This is an optimization exercise on Yosys and OpenROAD, whose aim is small area, a short achievable clock period and few clock cycles per item, not a production implementation. Function was checked by simulation only, so behaviour that the tests miss may differ from the original.

**flow/design.v**
```verilog
package rdc_pkg;
  localparam int unsigned VALUE_BITS_DEF = 63;
  localparam int unsigned MAX_DIGITS_DEF = 64;
  localparam int unsigned BASE_W  = 9;
  localparam int unsigned DIGIT_W = 8;
  localparam logic [BASE_W-1:0] BASE_RESET = 9'd10;
endpackage
module radix_digit_converter_core #(
  parameter int unsigned VALUE_BITS = rdc_pkg::VALUE_BITS_DEF,
  parameter int unsigned MAX_DIGITS = rdc_pkg::MAX_DIGITS_DEF
) (
  input  logic                  clk_i,
  input  logic                  rst_ni,
  input  logic                  cfg_we_i,
  input  logic [rdc_pkg::BASE_W-1:0]     cfg_wdata_i,
  input  logic                  in_valid_i,
  output logic                  in_ready_o,
  input  logic [VALUE_BITS-1:0] value_i,
  output logic                  out_valid_o,
  input  logic                  out_ready_i,
  output logic [rdc_pkg::DIGIT_W-1:0]    digit_o,
  output logic                  last_digit_o
);
  localparam int NST = 4;    
  localparam logic [1:0] PS_IDLE = 2'd0;
  localparam logic [1:0] PS_DD   = 2'd1;   
  localparam logic [1:0] PS_DIV  = 2'd2;   
  localparam logic [1:0] PS_XFER = 2'd3;   
  localparam logic [1:0] OM_P2  = 2'd0;
  localparam logic [1:0] OM_BCD = 2'd1;
  localparam logic [1:0] OM_DIV = 2'd2;
  logic [8:0] cfg_q;
  logic [8:0] beff;
  always_ff @(posedge clk_i or negedge rst_ni) begin
    if (!rst_ni) begin
      cfg_q <= rdc_pkg::BASE_RESET;
    end else if (cfg_we_i) begin
      cfg_q <= cfg_wdata_i;
    end
  end
  always_comb begin
    beff = cfg_q;
    if (cfg_q < 9'd2) begin
      beff = 9'd2;
    end else if (cfg_q > 9'd256) begin
      beff = 9'd256;
    end
  end
  logic [1:0]  ps_q, ps_d;
  logic        rdy_q, rdy_d;       
  logic        p2_q, p2_d;         
  logic [62:0] v_q, v_d;           
  logic [63:0] w_q, w_d;           
  logic [79:0] s_q, s_d;           
  logic [8:0]  b_q, b_d;
  logic [10:0] b3_q, b3_d;         
  logic [1:0]  pw_q, pw_d;         
  logic        byte_q, byte_d;     
  logic [5:0]  pp_q, pp_d;         
  logic [3:0]  vtop_q, vtop_d;     
  logic [4:0]  ntop_q, ntop_d;     
  logic [5:0]  k_q, k_d;           
  logic [5:0]  remd_q, remd_d;     
  logic        pass1_q, pass1_d;
  logic        kgt_q, kgt_d;       
  logic       rv_q, rv_d;          
  logic       rf_q, rf_d;          
  logic [4:0] rpos_q, rpos_d;      
  logic       lz_q, lz_d;          
  logic       iss_q, iss_d;        
  logic       done_q, done_d;      
  logic       sv_q [NST];          
  logic       sf_q [NST];          
  logic [4:0] sp_q [NST];          
  logic [7:0] sr_q [NST];          
  logic       sz_q [NST];          
  logic [1:0] sb_q [NST];          
  logic       sl_q [NST];          
  logic       sl_d [NST];
  logic       sv_d [NST];
  logic       sf_d [NST];
  logic [4:0] sp_d [NST];
  logic [7:0] sr_d [NST];
  logic       sz_d [NST];
  logic [1:0] sb_d [NST];
  logic        oact_q, oact_d;     
  logic [1:0]  om_q, om_d;
  logic [79:0] o_q, o_d;           
  logic [5:0]  op_q, op_d;         
  logic [1:0]  opw_q, opw_d;
  logic        olead_q, olead_d;   
  logic        ofirst_q, ofirst_d; 
  logic [4:0]  orp_q, orp_d;       
  logic [4:0]  ocnt_q, ocnt_d;     
  logic        ofinal_q, ofinal_d; 
  logic        obyte_q, obyte_d;
  logic        ov_q, ov_d;
  logic [7:0]  dig_q, dig_d;
  logic        last_q, last_d;
  logic adv;
  assign adv = !ov_q || out_ready_i;
  assign in_ready_o   = rdy_q;
  assign out_valid_o  = ov_q;
  assign digit_o      = dig_q;
  assign last_digit_o = last_q;
  logic [3:0] in_top;      
  always_comb begin
    in_top = '0;
    for (int c = 0; c < 16; c++) begin
      if (((64'(value_i) >> (4 * c)) & 64'hf) != 64'd0) in_top = 4'(c);
    end
  end
  logic [5:0] oct_start;
  always_comb begin
    oct_start = 6'd0;
    for (int i = 0; i < 21; i++) begin
      if (((64'(value_i) >> (3 * i)) & 64'h7) != 64'd0) oct_start = 6'(3 * i);
    end
  end
  logic [1:0] w_grp;       
  assign w_grp = 2'(w_q >> {pp_q[5:1], 1'b0});
  logic [1:0] w_pair;      
  assign w_pair = 2'(w_q >> {rpos_q, 1'b0});
  logic [7:0] o_win;       
  assign o_win = 8'(o_q >> {op_q[5:2], 2'b00});
  logic [3:0] o_hi, o_lo;
  logic [4:0] o_ptr;
  logic [4:0] o_top;
  always_comb begin
    logic [31:0] nz;
    logic [15:0] y16;
    logic [7:0]  y8;
    logic [3:0]  y4;
    logic [1:0]  y2;
    nz = '0;
    for (int i = 0; i < 20; i++) nz[i] = (o_q[4*i +: 4] != 4'd0);
    o_top[4] = |nz[31:16];
    y16      = o_top[4] ? nz[31:16] : nz[15:0];
    o_top[3] = |y16[15:8];
    y8       = o_top[3] ? y16[15:8] : y16[7:0];
    o_top[2] = |y8[7:4];
    y4       = o_top[2] ? y8[7:4] : y8[3:0];
    o_top[1] = |y4[3:2];
    y2       = o_top[1] ? y4[3:2] : y4[1:0];
    o_top[0] = y2[1];
  end
  assign o_ptr = ofirst_q ? o_top : orp_q;
  assign o_hi  = 4'(o_q >> {o_ptr, 2'b00});
  assign o_lo  = 4'(o_q >> {o_ptr[4:1], 3'b000});
  function automatic logic [3:0] dd_corr(input logic [3:0] d);
    dd_corr = (d >= 4'd5) ? 4'(d + 4'd3) : d;
  endfunction
  logic [79:0] dd_next;
  always_comb begin
    logic [79:0] t;
    dd_next = s_q;
    for (int j = 1; j >= 0; j--) begin
      for (int i = 0; i < 20; i++) t[4*i +: 4] = dd_corr(dd_next[4*i +: 4]);
      dd_next = {t[78:0], w_grp[j]};
    end
  end
  logic [1:0] st_q    [NST];       
  logic [7:0] st_r    [NST];       
  logic       st_z    [NST];       
  logic       st_zin  [NST];       
  always_comb begin
    for (int s = 0; s < NST; s++) begin
      logic [9:0]  t;
      logic [10:0] d1, d2, d3;
      logic        n1, n2, n3;
      logic [7:0]  rin;
      rin       = sf_q[s] ? 8'd0 : sr_q[s];
      st_zin[s] = sf_q[s] ? 1'b0 : sz_q[s];
      t = {rin, sb_q[s]};
      {n1, d1} = {2'b00, t} - {3'b000, b_q};
      {n2, d2} = {2'b00, t} - {2'b00, b_q, 1'b0};
      {n3, d3} = {2'b00, t} - {1'b0, b3_q};
      if (!n3) begin
        st_q[s] = 2'd3;
        st_r[s] = d3[7:0];
      end else if (!n2) begin
        st_q[s] = 2'd2;
        st_r[s] = d2[7:0];
      end else if (!n1) begin
        st_q[s] = 2'd1;
        st_r[s] = d1[7:0];
      end else begin
        st_q[s] = 2'd0;
        st_r[s] = t[7:0];
      end
      st_z[s] = st_zin[s] | !n1;
    end
  end
  logic       fin;
  logic [7:0] fin_dig;
  logic       fin_zero;      
  logic       fin_lastst;    
  always_comb begin
    fin        = 1'b0;
    fin_dig    = '0;
    fin_zero   = 1'b0;
    fin_lastst = 1'b0;
    for (int s = 0; s < NST; s++) begin
      if (sv_q[s] && sl_q[s]) begin
        fin        = 1'b1;
        fin_dig    = st_r[s];
        fin_zero   = !st_z[s];
        fin_lastst = (s == NST - 1);
      end
    end
  end
  logic ofin;                
  always_comb begin
    logic [3:0] dg;
    logic [5:0] step;
    oact_d   = oact_q;
    om_d     = om_q;
    o_d      = o_q;
    op_d     = op_q;
    opw_d    = opw_q;
    olead_d  = olead_q;
    ofirst_d = ofirst_q;
    orp_d    = orp_q;
    ocnt_d   = ocnt_q;
    ofinal_d = ofinal_q;
    obyte_d  = obyte_q;
    ov_d     = ov_q && !out_ready_i;
    dig_d    = dig_q;
    last_d   = last_q;
    ofin     = 1'b0;
    case (opw_q)
      2'd0:    dg = {3'd0, o_win[op_q[1:0]]};
      2'd1:    dg = {1'b0, 3'(o_win >> op_q[1:0])};
      default: dg = o_win[3:0];
    endcase
    case (opw_q)
      2'd0:    step = 6'd1;
      2'd1:    step = 6'd3;
      default: step = 6'd4;
    endcase
    if (oact_q) begin
      case (om_q)
        OM_P2: begin
          if (olead_q && dg == 4'd0 && op_q != 6'd0) begin
            op_d = op_q - step;
          end else if (adv) begin
            ov_d    = 1'b1;
            dig_d   = {4'd0, dg};
            last_d  = (op_q == 6'd0);
            olead_d = 1'b0;
            op_d    = op_q - step;
            ofin    = (op_q == 6'd0);
          end
        end
        OM_BCD: begin
          if (adv) begin
            ov_d     = 1'b1;
            ofirst_d = 1'b0;
            dig_d    = {4'd0, o_hi};
            last_d   = (o_ptr == 5'd0);
            orp_d    = o_ptr - 5'd1;
            ofin     = ofirst_q ? (o_q[79:4] == 76'd0) : (orp_q == 5'd0);
          end
        end
        default: begin
          if (adv) begin
            ov_d   = 1'b1;
            dig_d  = obyte_q ? {o_hi, o_lo} : {4'd0, o_hi};
            last_d = ofinal_q && (ocnt_q == 5'd1);
            ocnt_d = ocnt_q - 5'd1;
            orp_d  = obyte_q ? (orp_q - 5'd2) : (orp_q - 5'd1);
            ofin   = (ocnt_q == 5'd1);
          end
        end
      endcase
      if (ofin) oact_d = 1'b0;
    end
  end
  logic ofree;               
  assign ofree = !oact_q || ofin;
  assign rdy_d = (ps_d == PS_IDLE);
  logic       xfer;
  logic [1:0] xfer_om;
  logic [5:0] remd_x;      
  always_comb begin
    xfer    = ofree && (ps_q == PS_XFER || (ps_q == PS_DIV && done_q));
    xfer_om = p2_q ? OM_P2 : ((b_q == 9'd10) ? OM_BCD : OM_DIV);
    remd_x  = (ps_q == PS_DIV && pass1_q) ? k_q : remd_q;
  end
  always_comb begin
    logic [5:0] kn;
    logic [5:0] cap;
    logic [5:0] kept;
    ps_d    = ps_q;
    p2_d    = p2_q;
    v_d     = v_q;
    w_d     = w_q;
    s_d     = s_q;
    b_d     = b_q;
    b3_d    = b3_q;
    pw_d    = pw_q;
    byte_d  = byte_q;
    pp_d    = pp_q;
    vtop_d  = vtop_q;
    ntop_d  = ntop_q;
    k_d     = k_q;
    remd_d  = remd_q;
    pass1_d = pass1_q;
    kgt_d   = kgt_q;
    kn   = k_q + 6'd1;
    cap  = byte_q ? 6'd10 : 6'd20;
    kept = kgt_q ? cap : k_q;
    for (int s = 0; s < NST; s++) begin
      sr_d[s] = sr_q[s];
      sz_d[s] = sz_q[s];
      if (sv_q[s]) begin
        sr_d[s] = st_r[s];
        sz_d[s] = st_z[s];
      end
    end
    rv_d    = rv_q && (rpos_q != 5'd0) && (ps_q == PS_DIV);
    rf_d    = 1'b0;
    rpos_d  = rpos_q - 5'd1;
    lz_d    = lz_q;
    iss_d   = iss_q;
    done_d  = done_q;
    sv_d[0] = rv_q && (ps_q == PS_DIV) && !done_q;
    sf_d[0] = rf_q;
    sp_d[0] = rpos_q;
    sb_d[0] = w_pair;
    sl_d[0] = (rpos_q == 5'd0);
    for (int s = 1; s < NST; s++) begin
      sv_d[s] = sv_q[s-1] && (ps_q == PS_DIV) && !done_q;
      sf_d[s] = sf_q[s-1];
      sp_d[s] = sp_q[s-1];
      sb_d[s] = st_q[s-1];
      sl_d[s] = sl_q[s-1];
    end
    if (sv_q[NST-1]) begin
      w_d[{sp_q[NST-1], 1'b0} +: 2] = st_q[NST-1];
      if (st_q[NST-1] != 2'd0 && !st_zin[NST-1]) begin
        ntop_d = sp_q[NST-1];
        lz_d   = 1'b1;
      end
    end
    if (rdy_q) begin
      v_d     = value_i;
      w_d     = 64'(value_i);
      b_d     = beff;
      b3_d    = 11'(beff) + {1'b0, beff, 1'b0};
      byte_d  = (beff > 9'd16);
      p2_d    = (beff == 9'd2 || beff == 9'd8 || beff == 9'd16);
      vtop_d  = in_top;
      s_d     = (beff == 9'd2 || beff == 9'd8 || beff == 9'd16) ? 80'(value_i) : 80'd0;
      lz_d    = 1'b0;
      iss_d   = 1'b0;
      done_d  = 1'b0;
      k_d     = '0;
      kgt_d   = 1'b0;
      pass1_d = 1'b1;
      rf_d    = 1'b1;
      rpos_d  = {in_top, 1'b1};
      if (beff == 9'd2) begin
        pw_d = 2'd0;
        pp_d = {in_top, 2'b11};
      end else if (beff == 9'd8) begin
        pw_d = 2'd1;
        pp_d = oct_start;
      end else if (beff == 9'd16) begin
        pw_d = 2'd2;
        pp_d = {in_top, 2'b00};
      end else begin
        pw_d = 2'd2;
        pp_d = {in_top, 2'b10};
      end
    end
    case (ps_q)
      PS_IDLE: begin
        if (in_valid_i) begin
          if (beff == 9'd2 || beff == 9'd8 || beff == 9'd16) begin
            ps_d = PS_XFER;
          end else if (beff == 9'd10) begin
            ps_d = PS_DD;
          end else begin
            ps_d = PS_DIV;
            rv_d = 1'b1;
          end
        end
      end
      PS_DD: begin
        s_d  = dd_next;
        pp_d = pp_q - 6'd2;
        if (pp_q[5:1] == 5'd0) ps_d = PS_XFER;
      end
      PS_DIV: begin
        if (done_q) begin
          if (pass1_q) remd_d = k_q;
          done_d = 1'b0;
          rv_d   = 1'b0;
          ps_d   = PS_XFER;
        end else begin
          if (fin) begin
            k_d   = kn;
            kgt_d = (kn > cap);
            if (byte_q) s_d = {fin_dig, s_q[79:8]};
            else        s_d = {fin_dig[3:0], s_q[79:4]};
            if ((pass1_q && fin_zero) || (!pass1_q && kn == remd_q)) begin
              done_d = 1'b1;
            end else if (fin_lastst) begin
              iss_d = 1'b0;
              if (!iss_q) begin
                rv_d   = 1'b1;
                rf_d   = 1'b1;
                rpos_d = st_zin[NST-1] ? ntop_q : 5'd0;
                lz_d   = 1'b0;
              end
            end
          end
          if (lz_q && !iss_q && !rv_q && pass1_q) begin
            rv_d   = 1'b1;
            rf_d   = 1'b1;
            rpos_d = ntop_q;
            lz_d   = 1'b0;
            iss_d  = 1'b1;
          end
        end
      end
      default: begin   
      end
    endcase
    if (xfer) begin
      if (!p2_q && b_q != 9'd10) begin
        remd_d = remd_x - kept;
        if (kgt_q) begin
          w_d     = 64'(v_q);
          k_d     = '0;
          kgt_d   = 1'b0;
          pass1_d = 1'b0;
          ps_d    = PS_DIV;
          rv_d    = 1'b1;
          rf_d    = 1'b1;
          rpos_d  = {vtop_q, 1'b1};
          lz_d    = 1'b0;
          iss_d   = 1'b0;
        end else begin
          ps_d = PS_IDLE;
        end
      end else begin
        ps_d = PS_IDLE;
      end
    end
  end
  logic [79:0] o_n;
  logic [1:0]  om_n;
  logic [5:0]  op_n;
  logic [1:0]  opw_n;
  logic        olead_n, ofirst_n, oact_n, ofinal_n, obyte_n;
  logic [4:0]  orp_n, ocnt_n;
  always_comb begin
    logic [5:0] kept;
    kept     = kgt_q ? (byte_q ? 6'd10 : 6'd20) : k_q;
    o_n      = o_d;
    om_n     = om_d;
    op_n     = op_d;
    opw_n    = opw_d;
    olead_n  = olead_d;
    ofirst_n = ofirst_d;
    orp_n    = orp_d;
    ocnt_n   = ocnt_d;
    ofinal_n = ofinal_d;
    obyte_n  = obyte_d;
    oact_n   = oact_d;
    if (xfer) begin
      oact_n   = 1'b1;
      om_n     = xfer_om;
      o_n      = s_q;
      op_n     = pp_q;
      opw_n    = pw_q;
      olead_n  = 1'b1;
      ofirst_n = (xfer_om == OM_BCD);
      orp_n    = 5'd19;
      ocnt_n   = 5'(kept);
      ofinal_n = !kgt_q;
      obyte_n  = byte_q;
    end
  end
  always_ff @(posedge clk_i or negedge rst_ni) begin
    if (!rst_ni) begin
      ps_q   <= PS_IDLE;
      rdy_q  <= 1'b1;
      rv_q   <= 1'b0;
      oact_q <= 1'b0;
      ov_q   <= 1'b0;
      for (int s = 0; s < NST; s++) sv_q[s] <= 1'b0;
    end else begin
      ps_q   <= ps_d;
      rdy_q  <= rdy_d;
      rv_q   <= rv_d;
      oact_q <= oact_n;
      ov_q   <= ov_d;
      for (int s = 0; s < NST; s++) sv_q[s] <= sv_d[s];
    end
  end
  always_ff @(posedge clk_i) begin
    p2_q     <= p2_d;
    v_q      <= v_d;
    w_q      <= w_d;
    s_q      <= s_d;
    b_q      <= b_d;
    b3_q     <= b3_d;
    pw_q     <= pw_d;
    byte_q   <= byte_d;
    pp_q     <= pp_d;
    vtop_q   <= vtop_d;
    ntop_q   <= ntop_d;
    k_q      <= k_d;
    remd_q   <= remd_d;
    pass1_q  <= pass1_d;
    kgt_q    <= kgt_d;
    rf_q     <= rf_d;
    rpos_q   <= rpos_d;
    lz_q     <= lz_d;
    iss_q    <= iss_d;
    done_q   <= done_d;
    om_q     <= om_n;
    o_q      <= o_n;
    op_q     <= op_n;
    opw_q    <= opw_n;
    olead_q  <= olead_n;
    ofirst_q <= ofirst_n;
    orp_q    <= orp_n;
    ocnt_q   <= ocnt_n;
    ofinal_q <= ofinal_n;
    obyte_q  <= obyte_n;
    dig_q    <= dig_d;
    last_q   <= last_d;
    for (int s = 0; s < NST; s++) begin
      sf_q[s] <= sf_d[s];
      sp_q[s] <= sp_d[s];
      sr_q[s] <= sr_d[s];
      sz_q[s] <= sz_d[s];
      sb_q[s] <= sb_d[s];
      sl_q[s] <= sl_d[s];
    end
  end
endmodule
```
**flow/run.sh**
```bash
#!/bin/bash
# synth_recipe.tcl (not shown) runs the flow's synth.tcl, then flattens the netlist and writes it again
# the make line also repeats each setting of config.mk as NAME=value (left out here)
make -C /OpenROAD-flow-scripts/flow DESIGN_CONFIG=/design/flow/config.mk WORK_HOME=/design/flow/orfs CLKGATE_MAP_FILE= SYNTH_SCRIPT=/design/flow/synth_recipe.tcl finish
```
**flow/config.mk**
```make
export PLATFORM = sky130hd
export DESIGN_NAME = radix_digit_converter_core
export DESIGN_NICKNAME = radix_digit_converter_core
export VERILOG_FILES = /design/flow/design.v
export SDC_FILE = /design/flow/constraint.sdc
export NUM_CORES = 4
export LEC_CHECK = 0
export ABC_AREA = 1
export CAP_MARGIN = 20
export CORE_MARGIN = 2
export CORE_UTILIZATION = 40
export SETUP_SLACK_MARGIN = 5
export SLEW_MARGIN = 20
export TNS_END_PERCENT = 100
```
**flow/constraint.sdc**
```tcl
create_clock -name core_clock -period 9.0 [get_ports {clk_i}]
set_input_delay 1.8000 -clock core_clock [delete_from_list [all_inputs] [get_ports {clk_i}]]
set_output_delay 1.8000 -clock core_clock [all_outputs]
set_load 0.01 [all_outputs]
```
==> impl_metrics.json, run 1 <==
{
  "status": "complete, no violations",
  "worst_path_dominant_cell_family": "flip-flops",
  "cp-startpoint": "rdy_q$_DFF_PN1_",
  "finalCriticalPeriod_ns": 3.88,
  "r2r_end": "s_q[6]$_DFF_P_",
  "cts_tree": "yes",
  "worstHoldEndpoint": "sp_q[2][1]$_DFF_P_",
  "nets": 5103,
  "tns_ns": 0,
  "hold_violations": 0,
  "timing.rr.start": "sv_q[1]$_DFF_PN0_",
  "numCtsBuffers": 55,
  "crit_path_cell_trace": "clkdlybuf4s50_1",
  "max-slew-margin-rel_pct": 27.3,
  "place_area_mm2": 0.0362,
  "dieArea_mm2": 0.0881,
  "synthTopCellsByArea": "edfxtp_1 (21%), dfxtp_1 (12%), nand2_1 (10%)",
  "dp_hpwl_um": 89700,
  "die_y_um": 297,
  "path_buf_inv": 1,
  "hold_buffers": 0,
  "grt_first_pass_wirelength_um": 182000,
  "grt.total_usage_pct": 26.2,
  "fin_skew_ns": 0.0460,
  "hold_ws_ns": 0.325,
  "yosysTopAreaCell": "edfxtp_1",
  "r2r_cells": 9,
  "tightest_slew_ns": 1.09,
  "max_stage_delay_ns": 0.82,
  "critPathCaptureType": "output pin",
  "syn_avg_cell_area_um2": 7.22,
  "path_class": "flop to output pin",
  "min_period_over_period_pct": 43.2,
  "regToRegSetupSlack_ns": 5.22,
  "final_layout_size_suffix_gt1_share_pct": 5.06,
  "clockBufferDepth": 3,
  "setup_viol": 0,
  "core_area_mm2": 0.0851,
  "synth_area_mm2": 0.0343,
  "cts.sinks": 472,
  "drtIter0Drc": 3619,
  "start_util_pct": 40.3,
  "firstDrtPassIters": 6,
  "n_antenna_cell": 0,
  "gp_congestion": 0.959,
  "ctsHtreeMaxLevel": 2,
  "die_w_um": 297,
  "wl_um": 120000,
  "synth_flop_cell": "edfxtp_1",
  "post-route-util_pct": 45.1,
  "drc_errors": 0,
  "async_flop_share_pct": 4.03,
  "clk_pin_slew_ns": 0.06,
  "grt_max_degree": 112,
  "gr-total-overflow": 0,
  "drv_cap": 0,
  "maxSlewViolCount": 0,
  "hp-class": "flop to flop",
  "max_freq_mhz": 257,
  "wl_per_cell_um": 20.1,
  "crit_path_max_fanout": 18,
  "row_count": 107,
  "min_from": "sp_q[1][1]$_DFF_P_",
  "synthCells": 4752,
  "cp-start-kind": "flop",
  "required_ns": 7.20,
  "num_vias": 32968,
  "yosys_register_bits": 472,
  "grt_pass1_vias": 29878,
  "antenna_found_initial": 1,
  "areaGrowthSynthToFinish_pct": 12.0,
  "yosysSeqAreaShare_pct": 34.9,
  "synth_top_area_share_pct": 21.4,
  "rsz0062_at_grt": "true",
  "hold_depth": 0,
  "ys_types": 65,
  "yosysWarnings": 19,
  "antenna_left": 0,
  "insertion_delay_ns": 0.65,
  "cp_data_arrival_time_ns": 2.08,
  "crit_slowest_cell": "dfstp_4",
  "port_buffers": 87,
  "syn_nets": 5082,
  "final_cell_area_mm2": 0.0384,
  "num_io_pins": 88,
  "synth_edf_count": 244,
  "viasPerCell": 5.53,
  "cts_root_buf": "clkbuf_16"
}
-- flip-flops by register name, indices dropped and copies added, names as in the netlist, 6 cells and up --
register	count
sb_q	8
w_q	64
op_q	6
k_q	6
sr_q	32
b_q	9
s_q	80
b3_q	10
remd_q	6
pp_q	6
dig_q	8
o_q	80
sp_q	20
v_q	63
cfg_q	9
-- cell usage after synthesis, drive strengths merged, types with 16 or more instances --
library cell,number
clkbuf,138
dfrtp,16
xnor2,27
edfxtp,244
a211oi,16
o21ai,588
buf,39
a2bb2oi,54
or2,25
nor2,407
inv,632
nor3,60
nand2,920
nand4,35
o211ai,71
ha,238
dfxtp,209
a31oi,36
clkinv,16
xor2,87
o22ai,49
o31ai,17
nand3,288
a21oi,416
-- cells by family (layout without fill, tap and decap cells) --
logic type	after synthesis	count (layout)	synth area share, %
flip-flops	472	472	34.9
buffers and inverters	825	891	9.20
adder cells (fa/ha/maj)	253	253	9.55
AO/OA/AOI/OAI	1322	1322	21.8
XOR/XNOR	114	114	2.91
AND/OR/NAND/NOR	1761	1761	21.5
multiplexers	5	5	0.146
-- worst register-to-register path, cell delays in order (launching register included) --
cell      delay, ns
dfrtp_1        0.58
nand2_1        0.24
clkinv_1       0.27
nor3_1         0.70
nor2_2         0.30
nor2_2         0.49
buf_4          0.33
nor2_4         0.15
buf_4          0.37
o21ai_0        0.24
-- placed cells by master (no fill, tap or decap), drive strengths merged, types with 87 or more instances in the layout --
cell type      count
dfxtp            209
nor2             407
clkdlybuf4s50     87
nand3            288
nand2            920
a21oi            416
edfxtp           244
o21ai            588
ha               238
xor2              87
inv              633
-- cell type report --
type	instances	area, µm²
Inverter	648	2450
Multi-Input combinational cell	3455	19300
Fill cell	8785	46700
Tap cell	1144	1430
Clock inverter	29	355
Timing Repair inverter	1	7.51
Clock buffer	73	1540
Timing Repair Buffer	140	1340
Sequential cell	472	12000
-- worst max path at each step --
stage,to,cells after the start,slack [ns]
final,in_ready_o,1,5.12
after global routing,w_q[19]$_DFF_P_,17,4.96
after detailed placement,rpos_q[3]$_DFF_P_,12,4.39
after CTS,rpos_q[3]$_DFF_P_,12,5.05
after floorplan,ocnt_q[0]$_DFFE_PP_,8,5.08
after global placement,rpos_q[3]$_DFF_P_,12,4.46
-- metal layers --
layer	track usage, %	up-vias	part of all wire (%)	wire length [µm]
li1	-	16204	-	-
met1	38.3	15287	47	55900
met2	40.1	1282	43	51400
met3	3.54	195	7.5	8970
met4	7.71	0	3.2	3790
met5	0	-	0	0
-- per-stage QoR --
step	setup slack, ns	cells
finish	5.12	5962
CTS	5.05	5955
floorplan	5.08	4752
global route	4.96	5962
detailed placement	4.39	5849
global placement	4.46	5849
-- timing repair --
item / CTS / global route
resized for setup: 9 / 39
buffers inserted: 4 / 5
pin swaps: 0 / 1
setup endpoints to repair: 74 / 220
gates cloned: 0 / 1
Testbench counts, summed over its fixed seeds: cycles 7,830, digits 4,076.
==> run 2: changes to the inputs <==
--- a/flow/design.v
+++ b/flow/design.v
@@ -117,8 +117,8 @@
       if (((64'(value_i) >> (3 * i)) & 64'h7) != 64'd0) oct_start = 6'(3 * i);
     end
   end
-  logic [1:0] w_grp;       
-  assign w_grp = 2'(w_q >> {pp_q[5:1], 1'b0});
+  logic [2:0] w_grp;       
+  assign w_grp = 3'(w_q >> pp_q);
   logic [1:0] w_pair;      
   assign w_pair = 2'(w_q >> {rpos_q, 1'b0});
   logic [7:0] o_win;       
@@ -154,7 +154,7 @@
   always_comb begin
     logic [79:0] t;
     dd_next = s_q;
-    for (int j = 1; j >= 0; j--) begin
+    for (int j = 2; j >= 0; j--) begin
       for (int i = 0; i < 20; i++) t[4*i +: 4] = dd_corr(dd_next[4*i +: 4]);
       dd_next = {t[78:0], w_grp[j]};
     end
@@ -371,7 +371,7 @@
         pp_d = {in_top, 2'b00};
       end else begin
         pw_d = 2'd2;
-        pp_d = {in_top, 2'b10};
+        pp_d = oct_start;
       end
     end
     case (ps_q)
@@ -389,8 +389,8 @@
       end
       PS_DD: begin
         s_d  = dd_next;
-        pp_d = pp_q - 6'd2;
-        if (pp_q[5:1] == 5'd0) ps_d = PS_XFER;
+        pp_d = pp_q - 6'd3;
+        if (pp_q == 6'd0) ps_d = PS_XFER;
       end
       PS_DIV: begin
         if (done_q) begin
==> run 2 against run 1 <==
Net effect:
- design area up 10%
- routed wire length increased by 14%
- utilization increased by 0.18 points
- register-to-register slack worse by 0.06 ns
- global-route usage is 0.80 points higher
==> impl_metrics.json, run 2 <==
{
  "wl_um": 137000,
  "clk_pin_slew_ns": 0.06,
  "tightest_slew_ns": 1.27,
  "layout_commonest_cell": "nand2_1",
  "layout_common_cells": "nand2_1 (946), inv_1 (760), o21ai_0 (606), nor2_1 (454), a21oi_1 (380)",
  "cp-start-kind": "input pin",
  "synth_edf_count": 244,
  "start_util_pct": 40.4,
  "cts_root_buf": "clkbuf_16",
  "stdcell_count": 6656,
  "rsz0062_at_grt": "false",
  "antenna_left": 0,
  "core_area_mm2": 0.0933,
  "gp_congestion": 0.993,
  "path_class": "input pin to flop",
  "synth.most_common_cell": "nand2_1",
  "dieArea_mm2": 0.0967,
  "nets": 5724,
  "grt.met2_usage_pct": 41.9,
  "synth_top_area_share_pct": 19.4,
  "maxSlewViolCount": 0,
  "met1_usage_pct": 36.6,
  "max-slew-margin-rel_pct": 15.1,
  "synthAdderAreaFrac_pct": 10.0,
  "post-place-cells": 6505,
  "syn_avg_cell_area_um2": 7.05,
  "wl_per_cell_um": 20.5,
  "synthTopCellsByCount": "nand2_1 (950), inv_1 (776), o21ai_0 (623), nor2_1 (462), a21oi_1 (381)",
  "yosysTopAreaCell": "edfxtp_1",
  "cp_data_arrival_time_ns": 4.51,
  "grt-busiest-layer": "met2",
  "synthCells": 5347,
  "drc_errors": 0,
  "max_freq_mhz": 251,
  "gr-total-overflow": 0,
  "setup_viol": 0,
  "finalCriticalPeriod_ns": 3.99,
  "synth_xor_area_share_pct": 3.19,
  "antenna_found_initial": 2,
  "firstDrtPassIters": 6,
  "register_area_mm2": 0.0120,
  "fill_cells": 9538,
  "grt.total_usage_pct": 27.0,
  "port_buffers": 87,
  "tns_ns": 0,
  "synth_top_family_by_area": "compound AO/OA/AOI/OAI gates",
  "cts_tree": "yes",
  "required_ns": 9.52,
  "reg.largest.list": "o_q x80, s_q x80, w_q x64",
  "fin_skew_ns": 0.0388,
  "syn_nets": 5717,
  "status": "complete, no violations",
  "num_io_pins": 88,
  "synthTopCellsByArea": "edfxtp_1 (19%), dfxtp_1 (11%), nand2_1 (9.5%)",
  "hold_violations": 0,
  "ys_types": 67,
  "hp-class": "flop to flop",
  "numCtsBuffers": 56,
  "grt_first_pass_wirelength_um": 205000,
  "die_y_um": 311,
  "critPathCaptureType": "flop",
  "row_count": 112,
  "grt_use_met3_pct": 3.47,
  "min_period_over_period_pct": 44.3,
  "die_w_um": 311,
  "final_layout_size_suffix_gt1_share_pct": 6.15,
  "yosysWarnings": 19,
  "crit_path_max_fanout": 3,
  "cts.sinks": 472,
  "yosys_register_bits": 472,
  "drtIter0Drc": 4308,
  "synthSimpleGateAreaFrac_pct": 21.6,
  "synth_area_mm2": 0.0377,
  "drv_cap": 0,
  "clockBufferDepth": 3,
  "dp_hpwl_um": 101000,
  "ctsHtreeMaxLevel": 2,
  "async_flop_share_pct": 4.03,
  "areaGrowthSynthToFinish_pct": 12.3,
  "multi_input_area_mm2": 0.0221,
  "synth_mux_area_share_pct": 0.163,
  "viasPerCell": 5.63,
  "grt_pass1_vias": 34425,
  "num_vias": 37495,
  "insertion_delay_ns": 0.65,
  "synth_flop_cell": "edfxtp_1",
  "grt_max_degree": 150,
  "synth_compound_area_share_pct": 22.9,
  "yosysSeqAreaShare_pct": 31.8
}
[run 2: changes by cell type after synthesis, sizes merged, moves of 53 or more]
| cell | before | now |
|---|---|---|
| o21ai | 588 | 658 |
| a2bb2oi | 54 | 1 |
| inv | 632 | 789 |
| o221ai | 7 | 76 |
| nor2 | 407 | 471 |
| a31oi | 36 | 96 |
[run 2: cells by family (layout without fill, tap and decap cells)]
kind of cell,Yosys count,after routing
AO/OA/AOI/OAI,1502,1502
XOR/XNOR,137,137
adder cells (fa/ha/maj),293,293
buffers and inverters,1013,1065
flip-flops,472,472
multiplexers,6,6
other,0,2
AND/OR/NAND/NOR,1924,1925
[run 2: final timing paths]
kind	start	to	slack (ns)	cells after the start
worst max-delay path	value_i[16]	rpos_q[3]$_DFF_P_	5.01	11
min in group asynchronous	rst_ni	cfg_q[8]$_DFFE_PN0P_	1.54	2
worst max register to register	b_q[1]$_DFFE_PP_	rf_q$_DFF_P_	5.16	22
worst min-delay path	sp_q[1][0]$_DFF_P_	sp_q[2][0]$_DFF_P_	0.33	0
max in group asynchronous	rst_ni	rdy_q$_DFF_PN1_	7.13	2
worst min register to register	sp_q[1][0]$_DFF_P_	sp_q[2][0]$_DFF_P_	0.33	0
[run 2: stage by stage]
step                      hold WS [ns]  util, %  cell area, µm²  setup WS (ns)
final                            0.325     45.3           42300           5.01
after global routing             0.331     45.3           42300           4.96
after CTS                        0.326     44.7           41700           5.00
after detailed placement         0.312     42.3           39500           4.07
after global placement           0.310     42.3           39500           4.13
after floorplan                  0.310        -           37700           5.05
[run 2: what timing repair did]
action | CTS | global route
buffers inserted | 12 | 27
pin swaps | 0 | 11
cloned | 3 | 3
endpoints found under the setup margin | 176 | 170
gates resized for setup | 32 | 77
hold buffers | 0 | 0
[run 2: worst max-delay path: stages]
cell and delay [ns]:
clkdlybuf4s50_1 0.53, nor2_1 0.45, nand2_1 0.15, nor4_1 0.44, o21ai_0 0.35, o21ai_0 0.36, nand2_1 0.09, nand3_1 0.08
nand3_1 0.09, nand3_1 0.10, nand2_1 0.06
[run 2: final cells by class]
| type | count | share of cell area [%] |
|---|---|---|
| Multi-Input combinational cell | 3863 | 52.2 |
| Clock buffer | 71 | 3.64 |
| Sequential cell | 472 | 28.4 |
| Tap cell | 1254 | 3.71 |
| Inverter | 798 | 7.22 |
| Antenna cell | 2 | 0.0118 |
| Timing Repair inverter | 2 | 0.0296 |
| Clock inverter | 33 | 1.01 |
| Timing Repair Buffer | 161 | 3.80 |
[run 2: layer usage]
metal  part of all wire, %  vias up
li1                      -    18220
met1                    43    17350
met2                    43     1598
met3                   7.6      325
met4                   6.0        2
met5                0.0095        -
Testbench counts of run 2, summed over its fixed seeds: cycles 7,121, digits 4,076.
==> run 3: changes to the inputs <==
--- a/flow/design.v
+++ b/flow/design.v
@@ -63,6 +63,7 @@
   logic [5:0]  remd_q, remd_d;     
   logic        pass1_q, pass1_d;
   logic        kgt_q, kgt_d;       
+  logic        rec_q, rec_d;       
   logic       rv_q, rv_d;          
   logic       rf_q, rf_d;          
   logic [4:0] rpos_q, rpos_d;      
@@ -103,22 +104,36 @@
   assign out_valid_o  = ov_q;
   assign digit_o      = dig_q;
   assign last_digit_o = last_q;
+  function automatic logic [4:0] top_bit(input logic [31:0] x);
+    logic [15:0] y16;
+    logic [7:0]  y8;
+    logic [3:0]  y4;
+    logic [1:0]  y2;
+    top_bit[4] = |x[31:16];
+    y16        = top_bit[4] ? x[31:16] : x[15:0];
+    top_bit[3] = |y16[15:8];
+    y8         = top_bit[3] ? y16[15:8] : y16[7:0];
+    top_bit[2] = |y8[7:4];
+    y4         = top_bit[2] ? y8[7:4] : y8[3:0];
+    top_bit[1] = |y4[3:2];
+    y2         = top_bit[1] ? y4[3:2] : y4[1:0];
+    top_bit[0] = y2[1];
+  endfunction
   logic [3:0] in_top;      
+  logic [5:0] oct_start;   
   always_comb begin
-    in_top = '0;
-    for (int c = 0; c < 16; c++) begin
-      if (((64'(value_i) >> (4 * c)) & 64'hf) != 64'd0) in_top = 4'(c);
-    end
-  end
-  logic [5:0] oct_start;
-  always_comb begin
-    oct_start = 6'd0;
-    for (int i = 0; i < 21; i++) begin
-      if (((64'(value_i) >> (3 * i)) & 64'h7) != 64'd0) oct_start = 6'(3 * i);
-    end
+    logic [31:0] cnz, onz;
+    logic [4:0]  oi;
+    cnz = '0;
+    onz = '0;
+    for (int c = 0; c < 16; c++) cnz[c] = (((64'(value_i) >> (4 * c)) & 64'hf) != 64'd0);
+    for (int i = 0; i < 21; i++) onz[i] = (((64'(value_i) >> (3 * i)) & 64'h7) != 64'd0);
+    in_top    = 4'(top_bit(cnz));
+    oi        = top_bit(onz);
+    oct_start = 6'(oi) + {oi, 1'b0};
   end
-  logic [2:0] w_grp;       
-  assign w_grp = 3'(w_q >> pp_q);
+  logic [1:0] w_grp;       
+  assign w_grp = 2'(w_q >> {pp_q[5:1], 1'b0});
   logic [1:0] w_pair;      
   assign w_pair = 2'(w_q >> {rpos_q, 1'b0});
   logic [7:0] o_win;       
@@ -128,21 +143,9 @@
   logic [4:0] o_top;
   always_comb begin
     logic [31:0] nz;
-    logic [15:0] y16;
-    logic [7:0]  y8;
-    logic [3:0]  y4;
-    logic [1:0]  y2;
     nz = '0;
     for (int i = 0; i < 20; i++) nz[i] = (o_q[4*i +: 4] != 4'd0);
-    o_top[4] = |nz[31:16];
-    y16      = o_top[4] ? nz[31:16] : nz[15:0];
-    o_top[3] = |y16[15:8];
-    y8       = o_top[3] ? y16[15:8] : y16[7:0];
-    o_top[2] = |y8[7:4];
-    y4       = o_top[2] ? y8[7:4] : y8[3:0];
-    o_top[1] = |y4[3:2];
-    y2       = o_top[1] ? y4[3:2] : y4[1:0];
-    o_top[0] = y2[1];
+    o_top = top_bit(nz);
   end
   assign o_ptr = ofirst_q ? o_top : orp_q;
   assign o_hi  = 4'(o_q >> {o_ptr, 2'b00});
@@ -154,7 +157,7 @@
   always_comb begin
     logic [79:0] t;
     dd_next = s_q;
-    for (int j = 2; j >= 0; j--) begin
+    for (int j = 1; j >= 0; j--) begin
       for (int i = 0; i < 20; i++) t[4*i +: 4] = dd_corr(dd_next[4*i +: 4]);
       dd_next = {t[78:0], w_grp[j]};
     end
@@ -241,6 +244,7 @@
     if (oact_q) begin
       case (om_q)
         OM_P2: begin
+          ofin = adv && (op_q == 6'd0);
           if (olead_q && dg == 4'd0 && op_q != 6'd0) begin
             op_d = op_q - step;
           end else if (adv) begin
@@ -249,7 +253,6 @@
             last_d  = (op_q == 6'd0);
             olead_d = 1'b0;
             op_d    = op_q - step;
-            ofin    = (op_q == 6'd0);
           end
         end
         OM_BCD: begin
@@ -307,6 +310,7 @@
     remd_d  = remd_q;
     pass1_d = pass1_q;
     kgt_d   = kgt_q;
+    rec_d   = 1'b0;
     kn   = k_q + 6'd1;
     cap  = byte_q ? 6'd10 : 6'd20;
     kept = kgt_q ? cap : k_q;
@@ -371,7 +375,7 @@
         pp_d = {in_top, 2'b00};
       end else begin
         pw_d = 2'd2;
-        pp_d = oct_start;
+        pp_d = {in_top, 2'b10};
       end
     end
     case (ps_q)
@@ -389,11 +393,21 @@
       end
       PS_DD: begin
         s_d  = dd_next;
-        pp_d = pp_q - 6'd3;
-        if (pp_q == 6'd0) ps_d = PS_XFER;
+        pp_d = pp_q - 6'd2;
+        if (pp_q[5:1] == 5'd0) ps_d = PS_XFER;
       end
       PS_DIV: begin
-        if (done_q) begin
+        if (rec_q) begin
+          w_d     = 64'(v_q);
+          k_d     = '0;
+          kgt_d   = 1'b0;
+          pass1_d = 1'b0;
+          rv_d    = 1'b1;
+          rf_d    = 1'b1;
+          rpos_d  = {vtop_q, 1'b1};
+          lz_d    = 1'b0;
+          iss_d   = 1'b0;
+        end else if (done_q) begin
           if (pass1_q) remd_d = k_q;
           done_d = 1'b0;
           rv_d   = 1'b0;
@@ -432,16 +446,8 @@
       if (!p2_q && b_q != 9'd10) begin
         remd_d = remd_x - kept;
         if (kgt_q) begin
-          w_d     = 64'(v_q);
-          k_d     = '0;
-          kgt_d   = 1'b0;
-          pass1_d = 1'b0;
+          rec_d   = 1'b1;
           ps_d    = PS_DIV;
-          rv_d    = 1'b1;
-          rf_d    = 1'b1;
-          rpos_d  = {vtop_q, 1'b1};
-          lz_d    = 1'b0;
-          iss_d   = 1'b0;
         end else begin
           ps_d = PS_IDLE;
         end
@@ -517,6 +523,7 @@
     remd_q   <= remd_d;
     pass1_q  <= pass1_d;
     kgt_q    <= kgt_d;
+    rec_q    <= rec_d;
     rf_q     <= rf_d;
     rpos_q   <= rpos_d;
     lz_q     <= lz_d;
--- a/flow/config.mk
+++ b/flow/config.mk
@@ -5,7 +5,7 @@
 export SDC_FILE = /design/flow/constraint.sdc
 export NUM_CORES = 4
 export LEC_CHECK = 0
-export ABC_AREA = 1
+export ABC_AREA = 0
 export CAP_MARGIN = 20
 export CORE_MARGIN = 2
 export CORE_UTILIZATION = 40
==> run 3 against run 2 <==
Net effect:
- design area down 7.5%
- area after synthesis shrank 9.4%
- global-route usage is 1.7 points lower
- utilization up 0.80 points
- critical path depth up 5
- sequential share of layout area grew 2.3 points
- highest routed layer is now met4
- still clean on timing, DRC and antenna
==> impl_metrics.json, run 3 <==
{
  "status": "complete, no violations",
  "drc_errors": 0,
  "core_area_mm2": 0.0849,
  "gr-total-overflow": 0,
  "synth.most_common_cell": "a21oi_1",
  "ctsHtreeMaxLevel": 2,
  "layout_common_cells": "a21oi_1 (400), nand2_1 (368), nor2_1 (318), o21ai_0 (282), edfxtp_1 (244)",
  "ys_types": 96,
  "critPathCaptureType": "flop",
  "fill_cells": 8270,
  "cts_root_buf": "clkbuf_16",
  "clockBufferDepth": 3,
  "num_io_pins": 88,
  "cp_data_arrival_time_ns": 4.71,
  "min_period_over_period_pct": 48.3,
  "synthTopCellsByArea": "edfxtp_1 (21%), dfxtp_1 (12%), ha_1 (8.8%)",
  "synthTopCellsByCount": "a21oi_1 (410), nand2_1 (373), nor2_1 (324), o21ai_0 (291), edfxtp_1 (244)",
  "rsz0062_at_grt": "true",
  "antenna_found_initial": 2,
  "numCtsBuffers": 56,
  "insertion_delay_ns": 0.65,
  "grt_first_pass_wirelength_um": 169000,
  "crit_path_max_fanout": 4,
  "register_area_mm2": 0.0120,
  "syn_nets": 4140,
  "gp_congestion": 0.927,
  "maxSlewViolCount": 0,
  "final_cell_area_mm2": 0.0392,
  "setup_viol": 0,
  "synthCells": 3806,
  "cpMostUsedCell": "o21ai_1",
  "hold_depth": 0,
  "fin_skew_ns": 0.0446,
  "yosys_register_bits": 473,
  "dieArea_mm2": 0.0877,
  "max_freq_mhz": 230,
  "reg.largest.list": "o_q x80, s_q x80, w_q x64",
  "synth_top_area_share_pct": 21.5,
  "drv_cap": 0,
  "start_util_pct": 40.2,
  "synth_edf_count": 244,
  "max_stage_delay_ns": 0.54,
  "grt.total_usage_pct": 25.3,
  "worst_path_dominant_cell_family": "simple AND/OR/NAND/NOR gates",
  "firstDrtPassIters": 6,
  "finalCriticalPeriod_ns": 4.35,
  "required_ns": 9.36,
  "crit_path_cell_trace": "buf_8, or4_4, or2_4, or3_4, a21oi_4, o211ai_4, o32a_4, o211ai_4, inv_2, fa_2, nor2b_1, o21ai_1, nand2b_1, nand3_1, o21ai_1, o21ai_1",
  "antenna_left": 0,
  "tns_ns": 0,
  "multi_input_area_mm2": 0.0214,
  "viasPerCell": 5.85,
  "wl_per_cell_um": 22.5,
  "yosysSeqAreaShare_pct": 35.2,
  "yosysWarnings": 19,
  "place_area_mm2": 0.0361,
  "cp-start-kind": "input pin",
  "hold_buffers": 0,
  "path_class": "input pin to flop",
  "dp_hpwl_um": 82700,
  "drtIter0Drc": 2661,
  "synth_flop_cell": "edfxtp_1",
  "crit_slowest_cell": "or4_4",
  "die_y_um": 296,
  "syn_avg_cell_area_um2": 8.97,
  "path_buf_inv": 2,
  "grt_max_degree": 205,
  "port_buffers": 87,
  "max-slew-margin-rel_pct": 24.9,
  "tightest_slew_ns": 1.13,
  "nets": 4196,
  "layout_commonest_cell": "a21oi_1",
  "r2r_cells": 12,
  "die_w_um": 296,
  "areaGrowthSynthToFinish_pct": 14.7,
  "hold_violations": 0,
  "yosysTopAreaCell": "edfxtp_1",
  "row_count": 107,
  "wl_um": 114000,
  "synth_area_mm2": 0.0341,
  "path_depth": 16,
  "grt_pass1_vias": 27463,
  "hp-class": "flop to flop",
  "cts_tree": "yes",
  "num_vias": 29557,
  "final_layout_size_suffix_gt1_share_pct": 12.0,
  "async_flop_share_pct": 4.02,
  "cts.sinks": 473,
  "clk_pin_slew_ns": 0.06
}
-- run 3: area by class of cell --
cell class	count	area share, %
Sequential cell	473	30.7
Tap cell	1144	3.66
Timing Repair inverter	1	0.0128
Multi-Input combinational cell	2964	54.6
Inverter	193	1.89
Timing Repair Buffer	173	3.92
Clock inverter	32	1.37
Antenna cell	2	0.0128
Clock buffer	74	3.86
-- run 3: stage by stage --
stage	cells	setup WS, ns	utilization (%)	hold slack, ns
final	5056	4.65	46.1	0.323
after detailed placement	4902	2.91	42.6	0.312
after global placement	4902	2.89	42.6	0.310
after CTS	5037	4.64	45.6	0.326
after floorplan	3806	4.21	-	0.310
after global routing	5054	4.57	46.1	0.332
-- run 3: cell families after synthesis --
logic type / after synthesis / share of synthesized area [%]
simple gates: 1209 / 17.0
fa+ha+maj: 257 / 9.77
compound gates: 1051 / 18.3
xor+xnor: 124 / 3.18
mux: 323 / 12.3
flops: 473 / 35.2
buf+inv: 369 / 4.19
-- run 3: what timing repair did --
action	CTS	global route
pin swaps	22	26
setup endpoints to repair	165	156
buffers inserted	28	16
gates resized for setup	144	88
hold endpoints to repair	0	0
cloned	1	0
-- run 3: worst paths after layout --
kind / from / to / slack (ns)
hold / removal: sp_q[0][0]$_DFF_P_ / sp_q[1][0]$_DFF_P_ / 0.32
setup reg to reg: b_q[7]$_DFFE_PP_ / s_q[79]$_DFF_P_ / 5.07
min in group asynchronous: rst_ni / cfg_q[2]$_DFFE_PN0P_ / 1.56
max in group asynchronous: rst_ni / rdy_q$_DFF_PN1_ / 7.09
hold reg to reg: sp_q[0][0]$_DFF_P_ / sp_q[1][0]$_DFF_P_ / 0.32
setup / recovery: value_i[59] / pp_q[5]$_DFFE_PP_ / 4.65
-- run 3: per-layer routing --
layer	vias up	part of all wire [%]	wire (µm)	GRT usage [%]
met5	-	0	0	0
met4	0	4.9	5540	11.5
met3	237	6.6	7530	3.54
met2	1122	46	52200	41.2
li1	14017	-	-	-
met1	14181	43	48400	33.4
Testbench counts of run 3, summed over its fixed seeds: cycles 7,833, digits 4,076.
==> run 4: changes to the inputs <==
--- a/flow/config.mk
+++ b/flow/config.mk
@@ -5,10 +5,11 @@
 export SDC_FILE = /design/flow/constraint.sdc
 export NUM_CORES = 4
 export LEC_CHECK = 0
-export ABC_AREA = 0
+export ABC_AREA = 1
 export CAP_MARGIN = 20
 export CORE_MARGIN = 2
 export CORE_UTILIZATION = 40
+export GPL_TIMING_DRIVEN = 1
 export SETUP_SLACK_MARGIN = 5
 export SLEW_MARGIN = 20
 export TNS_END_PERCENT = 100
==> run 4 against run 3 <==
Net effect:
- still clean on timing, DRC and antenna
- synthesized cell count increased by 25%
- hold slack improved by 0.0015 ns
- clock-buffer cell count shrank 6
- die area up 0.96%
- critical endpoint unchanged
==> impl_metrics.json, run 4 <==
{
  "grt.total_usage_pct": 27.0,
  "yosysTopAreaCell": "edfxtp_1",
  "synth_top_family_by_area": "compound AO/OA/AOI/OAI gates",
  "hp-class": "flop to flop",
  "dieArea_mm2": 0.0885,
  "antenna_left": 0,
  "num_io_pins": 88,
  "min_period_over_period_pct": 43.4,
  "gr-total-overflow": 0,
  "layout_commonest_cell": "nand2_1",
  "grt.met2_usage_pct": 42.7,
  "post-place-cells": 5836,
  "hold_depth": 0,
  "place_area_mm2": 0.0363,
  "status": "complete, no violations",
  "areaGrowthSynthToFinish_pct": 12.8,
  "fin_skew_ns": 0.0402,
  "finalCriticalPeriod_ns": 3.90,
  "async_flop_share_pct": 4.02,
  "synth_area_mm2": 0.0345,
  "drc_errors": 0,
  "synth_compound_area_share_pct": 22.1,
  "viasPerCell": 5.60,
  "final_layout_size_suffix_gt1_share_pct": 6.37,
  "reg.largest.list": "o_q x80, s_q x80, w_q x64",
  "antenna_found_initial": 3,
  "fill_cells": 8709,
  "grt-busiest-layer": "met2",
  "final_cell_area_mm2": 0.0389,
  "die_y_um": 298,
  "port_buffers": 87,
  "syn_nets": 5087,
  "synth_xor_area_share_pct": 3.05,
  "gp_congestion": 0.963,
  "core_area_mm2": 0.0853,
  "met1_usage_pct": 36.8,
  "ctsHtreeMaxLevel": 2,
  "synthTopCellsByCount": "nand2_1 (959), inv_1 (602), o21ai_0 (516), nor2_1 (421), a21oi_1 (366)",
  "synth_top_area_share_pct": 21.3,
  "tns_ns": 0,
  "firstDrtPassIters": 6,
  "nets": 5111,
  "yosysWarnings": 19,
  "crit_path_max_fanout": 5,
  "synthSimpleGateAreaFrac_pct": 21.3,
  "drv_cap": 0,
  "rsz0062_at_grt": "true",
  "grt_pass1_vias": 30586,
  "yosys_register_bits": 473,
  "synth.most_common_cell": "nand2_1",
  "die_w_um": 298,
  "layout_common_cells": "nand2_1 (939), inv_1 (587), o21ai_0 (507), nor2_1 (408), a21oi_1 (363)",
  "row_count": 107,
  "cp_data_arrival_time_ns": 4.29,
  "synthCells": 4753,
  "stdcell_count": 5967,
  "start_util_pct": 40.4,
  "synthAdderAreaFrac_pct": 9.68,
  "yosysSeqAreaShare_pct": 34.8,
  "cts.sinks": 473,
  "synth_mux_area_share_pct": 0.116,
  "grt_first_pass_wirelength_um": 185000,
  "insertion_delay_ns": 0.65,
  "clk_pin_slew_ns": 0.06,
  "dp_hpwl_um": 94300,
  "ys_types": 66,
  "n_antenna_cell": 0,
  "drtIter0Drc": 3408,
  "syn_avg_cell_area_um2": 7.25,
  "setup_viol": 0,
  "synth_flop_cell": "edfxtp_1",
  "max_freq_mhz": 256,
  "max-slew-margin-rel_pct": 32.6,
  "synthTopCellsByArea": "edfxtp_1 (21%), dfxtp_1 (12%), nand2_1 (10%)",
  "num_vias": 33404,
  "maxSlewViolCount": 0,
  "cts_tree": "yes",
  "synth_edf_count": 244,
  "numCtsBuffers": 54,
  "clockBufferDepth": 3,
  "grt_use_met3_pct": 3.01,
  "wl_per_cell_um": 20.8,
  "required_ns": 9.39,
  "hold_violations": 0,
  "r2r_cells": 6,
  "critPathCaptureType": "flop",
  "path_class": "input pin to flop",
  "grt_max_degree": 89,
  "cp-start-kind": "input pin",
  "cts_root_buf": "clkbuf_16",
  "tightest_slew_ns": 1.01,
  "wl_um": 124000
}
[run 4: cell count changes after synthesis, moves of 50 or more]
cell	before	now
and3_1	50	0
inv_1	190	602
mux2_2	54	0
mux2i_1	195	4
mux4_2	72	0
nand2_1	373	959
nand3_1	73	251
nor2_1	324	421
nor2b_1	89	1
o211ai_1	19	89
o21ai_0	291	516
o22ai_1	12	81
xnor2_1	98	31
xor2_1	26	89
[run 4: worst paths after layout]
kind | startpoint | endpoint | slack (ns)
setup / recovery | value_i[61] | pp_q[5]$_DFFE_PP_ | 5.10
hold / removal | sp_q[1][3]$_DFF_P_ | sp_q[2][3]$_DFF_P_ | 0.32
setup reg to reg | rdy_q$_DFF_PN1_ | s_q[9]$_DFF_P_ | 5.14
hold reg to reg | sp_q[1][3]$_DFF_P_ | sp_q[2][3]$_DFF_P_ | 0.32
max in group asynchronous | rst_ni | rdy_q$_DFF_PN1_ | 7.13
min in group asynchronous | rst_ni | cfg_q[4]$_DFFE_PN0P_ | 1.54
[run 4: final cells by class]
type	count	area (µm²)	share of cell area, %
multi-input cells	3477	19800	50.9
flip-flops and latches	473	12000	30.9
well taps	1144	1430	3.68
inverters	626	2370	6.11
clock inverters	34	458	1.18
repair buffers	145	1370	3.51
clock buffers	68	1460	3.74
[run 4: cell families after synthesis]
| group | after synthesis |
|---|---|
| compound gates | 1314 |
| xor+xnor | 120 |
| fa+ha+maj | 257 |
| buf+inv | 803 |
| flops | 473 |
| mux | 4 |
| simple gates | 1782 |
[run 4: metrics by stage]
| step | util, % | hold WS [ns] | worst slack (ns) |
|---|---|---|---|
| 5_1_grt | 45.6 | 0.331 | 4.90 |
| 3_3_place_gp | 42.6 | 0.310 | 3.76 |
| 6_report | 45.6 | 0.325 | 5.10 |
| 3_5_place_dp | 42.6 | 0.312 | 3.71 |
| 2_1_floorplan | - | 0.310 | 4.88 |
| 4_1_cts | 45.1 | 0.326 | 4.95 |
[run 4: layer usage]
layer | up-vias | wire [µm]
li1 | 16258 | -
met1 | 15608 | 54300
met4 | 2 | 6240
met3 | 244 | 8380
met2 | 1292 | 55000
met5 | - | 12
[run 4: worst max-delay path: stages]
cell             delay [ns]
clkdlybuf4s50_1        0.49
nor3_4                 0.25
nand3_4                0.14
inv_4                  0.11
nand2_4                0.07
a21oi_2                0.14
nand2_2                0.11
o21ai_4                0.23
nor2_4                 0.07
buf_6                  0.11
fa_2                   0.39
o21ai_2                0.14
xor2_1                 0.08
o21ai_1                0.11
nand2_1                0.06
[run 4: what timing repair did]
item | in CTS | in global routing
hold buffers | 0 | 0
setup buffers | 13 | 16
endpoints found under the setup margin | 173 | 197
endpoints found under the hold margin | 0 | 0
gates resized for setup | 57 | 96
pin swaps | 17 | 25
==> run 5: changes to the inputs <==
--- a/flow/config.mk
+++ b/flow/config.mk
@@ -9,7 +9,6 @@
 export CAP_MARGIN = 20
 export CORE_MARGIN = 2
 export CORE_UTILIZATION = 40
-export GPL_TIMING_DRIVEN = 1
 export SETUP_SLACK_MARGIN = 5
 export SLEW_MARGIN = 20
 export TNS_END_PERCENT = 100
==> run 5 against run 4 <==
Net effect:
- sequential share of layout area did not move
- largest cell class unchanged
- sequential cell count unchanged
- clock-buffer cell count did not move
- via count unchanged
- synthesized cell count stayed put
- register-to-register slack is essentially flat
- critical path type unchanged
- critical endpoint unchanged
- critical path depth stayed put
- design area unchanged
- highest routed layer unchanged
- final cell count unchanged
==> impl_metrics.json, run 5 <==
{
  "crit_path_end": "pp_q[5]$_DFFE_PP_",
  "synthTopCellsByArea": "edfxtp_1 (21%), dfxtp_1 (12%), nand2_1 (10%)",
  "yosysTopAreaCell": "edfxtp_1",
  "regToRegSetupSlack_ns": 5.14,
  "path_buf_inv": 3,
  "start_util_pct": 40.4,
  "gr-total-overflow": 0,
  "cp_data_arrival_time_ns": 4.29,
  "maxSlewViolCount": 0,
  "num_vias": 33404,
  "port_buffers": 87,
  "drtIter0Drc": 3408,
  "synth_flop_cell": "edfxtp_1",
  "worst_path_dominant_cell_family": "buffers and inverters",
  "n_antenna_cell": 0,
  "wl_um": 124000,
  "required_ns": 9.39,
  "grt_pass1_vias": 30586,
  "ctsHtreeMaxLevel": 2,
  "post-place-cells": 5836,
  "areaGrowthSynthToFinish_pct": 12.8,
  "drv_cap": 0,
  "grt_first_pass_wirelength_um": 185000,
  "stdcell_count": 5967,
  "cts_root_buf": "clkbuf_16",
  "core_area_mm2": 0.0853,
  "ys_types": 66,
  "grt.total_usage_pct": 27.0,
  "path_class": "input pin to flop",
  "yosys_register_bits": 473,
  "r2r_cells": 6,
  "reg.largest.list": "o_q x80, s_q x80, w_q x64",
  "die_w_um": 298,
  "hold_buffers": 0,
  "cp-startpoint": "value_i[61]",
  "crit_path_cell_trace": "clkdlybuf4s50_1, nor3_4, nand3_4, inv_4, nand2_4, a21oi_2, nand2_2, o21ai_4, nor2_4, buf_6, fa_2, o21ai_2, xor2_1, o21ai_1, nand2_1",
  "drc_errors": 0,
  "grt_max_degree": 89,
  "synthTopCellsByCount": "nand2_1 (959), inv_1 (602), o21ai_0 (516), nor2_1 (421), a21oi_1 (366)",
  "hold_violations": 0,
  "clk_pin_slew_ns": 0.06,
  "setup_viol": 0,
  "max-slew-margin-rel_pct": 32.6,
  "numCtsBuffers": 54,
  "async_flop_share_pct": 4.02,
  "dieArea_mm2": 0.0885,
  "wl_per_cell_um": 20.8,
  "min_period_over_period_pct": 43.4,
  "layout_commonest_cell": "nand2_1",
  "crit_path_max_fanout": 5,
  "crit_slowest_cell": "clkdlybuf4s50_1",
  "synth_area_mm2": 0.0345,
  "firstDrtPassIters": 6,
  "cp-start-kind": "input pin",
  "antenna_found_initial": 3,
  "antenna_left": 0,
  "dp_hpwl_um": 94300,
  "viasPerCell": 5.60,
  "timing.rr.start": "rdy_q$_DFF_PN1_",
  "syn_nets": 5087,
  "r2r_end": "s_q[9]$_DFF_P_",
  "place_area_mm2": 0.0363,
  "critPathCaptureType": "flop",
  "gp_congestion": 0.963,
  "synth_top_area_share_pct": 21.3,
  "nets": 5111,
  "clockBufferDepth": 3,
  "yosysSeqAreaShare_pct": 34.8,
  "die_y_um": 298,
  "cts_tree": "yes",
  "final_layout_size_suffix_gt1_share_pct": 6.37,
  "tightest_slew_ns": 1.01,
  "final_cell_area_mm2": 0.0389,
  "syn_avg_cell_area_um2": 7.25,
  "status": "complete, no violations",
  "max_freq_mhz": 256,
  "path_depth": 15,
  "insertion_delay_ns": 0.65,
  "cts.sinks": 473,
  "fin_skew_ns": 0.0402,
  "rsz0062_at_grt": "true",
  "hp-class": "flop to flop",
  "synthCells": 4753,
  "synth_edf_count": 244,
  "yosysWarnings": 19,
  "finalCriticalPeriod_ns": 3.90,
  "layout_common_cells": "nand2_1 (939), inv_1 (587), o21ai_0 (507), nor2_1 (408), a21oi_1 (363)",
  "num_io_pins": 88,
  "tns_ns": 0,
  "synth.most_common_cell": "nand2_1",
  "max_stage_delay_ns": 0.49,
  "row_count": 107
}
[run 5: metal layers]
layer / global-route usage [%] / vias up / wire, µm
met5: 0 / - / 12
met4: 12.4 / 2 / 6240
met3: 3.01 / 244 / 8380
met2: 42.7 / 1292 / 55000
met1: 36.8 / 15608 / 54300
li1: - / 16258 / -
[run 5: what timing repair did]
action | 4_1_cts | 5_1_grt
gates resized for setup | 57 | 96
setup buffers | 13 | 16
setup endpoints to repair | 173 | 197
pin swaps | 17 | 25
[run 5: per-stage QoR]
stage	utilization (%)	setup slack, ns	hold slack, ns
4_1_cts	45.1	4.95	0.326
6_report	45.6	5.10	0.325
3_3_place_gp	42.6	3.76	0.310
3_5_place_dp	42.6	3.71	0.312
5_1_grt	45.6	4.90	0.331
2_1_floorplan	-	4.88	0.310
[run 5: logic make-up (layout without fill, tap and decap cells)]
kind of cell / Yosys count / in the layout / share of synthesized area [%]
adders and majority gates: 257 / 257 / 9.68
muxes: 4 / 4 / 0.116
and+or+nand+nor: 1782 / 1782 / 21.3
xor gates and xnor gates: 120 / 120 / 3.05
DFF: 473 / 473 / 34.8
buffers and inverters: 803 / 873 / 8.92
AOI/OAI and AO/OA: 1314 / 1314 / 22.1
[run 5: worst min path at each step]
| stage | cells after the start | from | to | slack (ns) |
|---|---|---|---|---|
| after global routing | 0 | sp_q[1][0]$_DFF_P_ | sp_q[2][0]$_DFF_P_ | 0.33 |
| final | 0 | sp_q[1][3]$_DFF_P_ | sp_q[2][3]$_DFF_P_ | 0.32 |
| after floorplan | 0 | rf_q$_DFF_P_ | sf_q[0]$_DFF_P_ | 0.31 |
| after CTS | 0 | sp_q[1][0]$_DFF_P_ | sp_q[2][0]$_DFF_P_ | 0.33 |
| after detailed placement | 0 | sp_q[1][0]$_DFF_P_ | sp_q[2][0]$_DFF_P_ | 0.31 |
| after global placement | 0 | sp_q[0][4]$_DFF_P_ | sp_q[1][4]$_DFF_P_ | 0.31 |
[run 5: area by class of cell]
cell class                 instances  area, µm²
fill                            8709      46400
tap                             1144       1430
inverter                         626       2370
sequential                       473      12000
multi-input combinational       3477      19800
clock inverter                    34        458
clock buffer                      68       1460
timing repair buffer             145       1370

[port drivers added, routing unchanged]
No port has a modelled driver above. Below, the same layouts with a new extraction and two added sets of constraints. Step 1 (the two cells are an assumption about what drives the block):
set clk [get_ports {clk_i}]
set_driving_cell -lib_cell sky130_fd_sc_hd__clkbuf_16 $clk
set_driving_cell -lib_cell sky130_fd_sc_hd__buf_2 [delete_from_list [all_inputs] $clk]
Step 2 adds t to the input delays and takes it off the output delays; t is the mean of the earliest and latest rising clock arrival at the registers after step 1. Input paths then give back, and output paths get back, about the clock's delay inside the block. Slacks: ideal ports / drivers / drivers and shift; pairs: ideal ports / drivers.
| run | shift t [ns] | slack for setup (ns) | latest minus earliest clock arrival (ns) | slew at the worst register clock pin (ns) | cell pins on the clock port's net |
|---|---|---|---|---|---|
| run 1 | 0.705 | 5.116 / 5.040 / 4.522 | 0.046 / 0.046 | 0.07 / 0.07 | 1 |
| run 2 | 0.704 | 5.012 / 5.054 / 4.351 | 0.039 / 0.039 | 0.07 / 0.07 | 1 |
| run 3 | 0.697 | 4.654 / 4.681 / 3.985 | 0.045 / 0.045 | 0.07 / 0.07 | 1 |
| run 4 | 0.696 | 5.098 / 5.131 / 4.435 | 0.041 / 0.041 | 0.07 / 0.07 | 1 |
| run 5 | 0.696 | 5.098 / 5.131 / 4.435 | 0.041 / 0.041 | 0.07 / 0.07 | 1 |
After both steps every run listed still meets setup and hold. For run 3, which loses most, drivers alone change the setup slack by +0.027 ns; drivers and shift together by -0.669 ns.
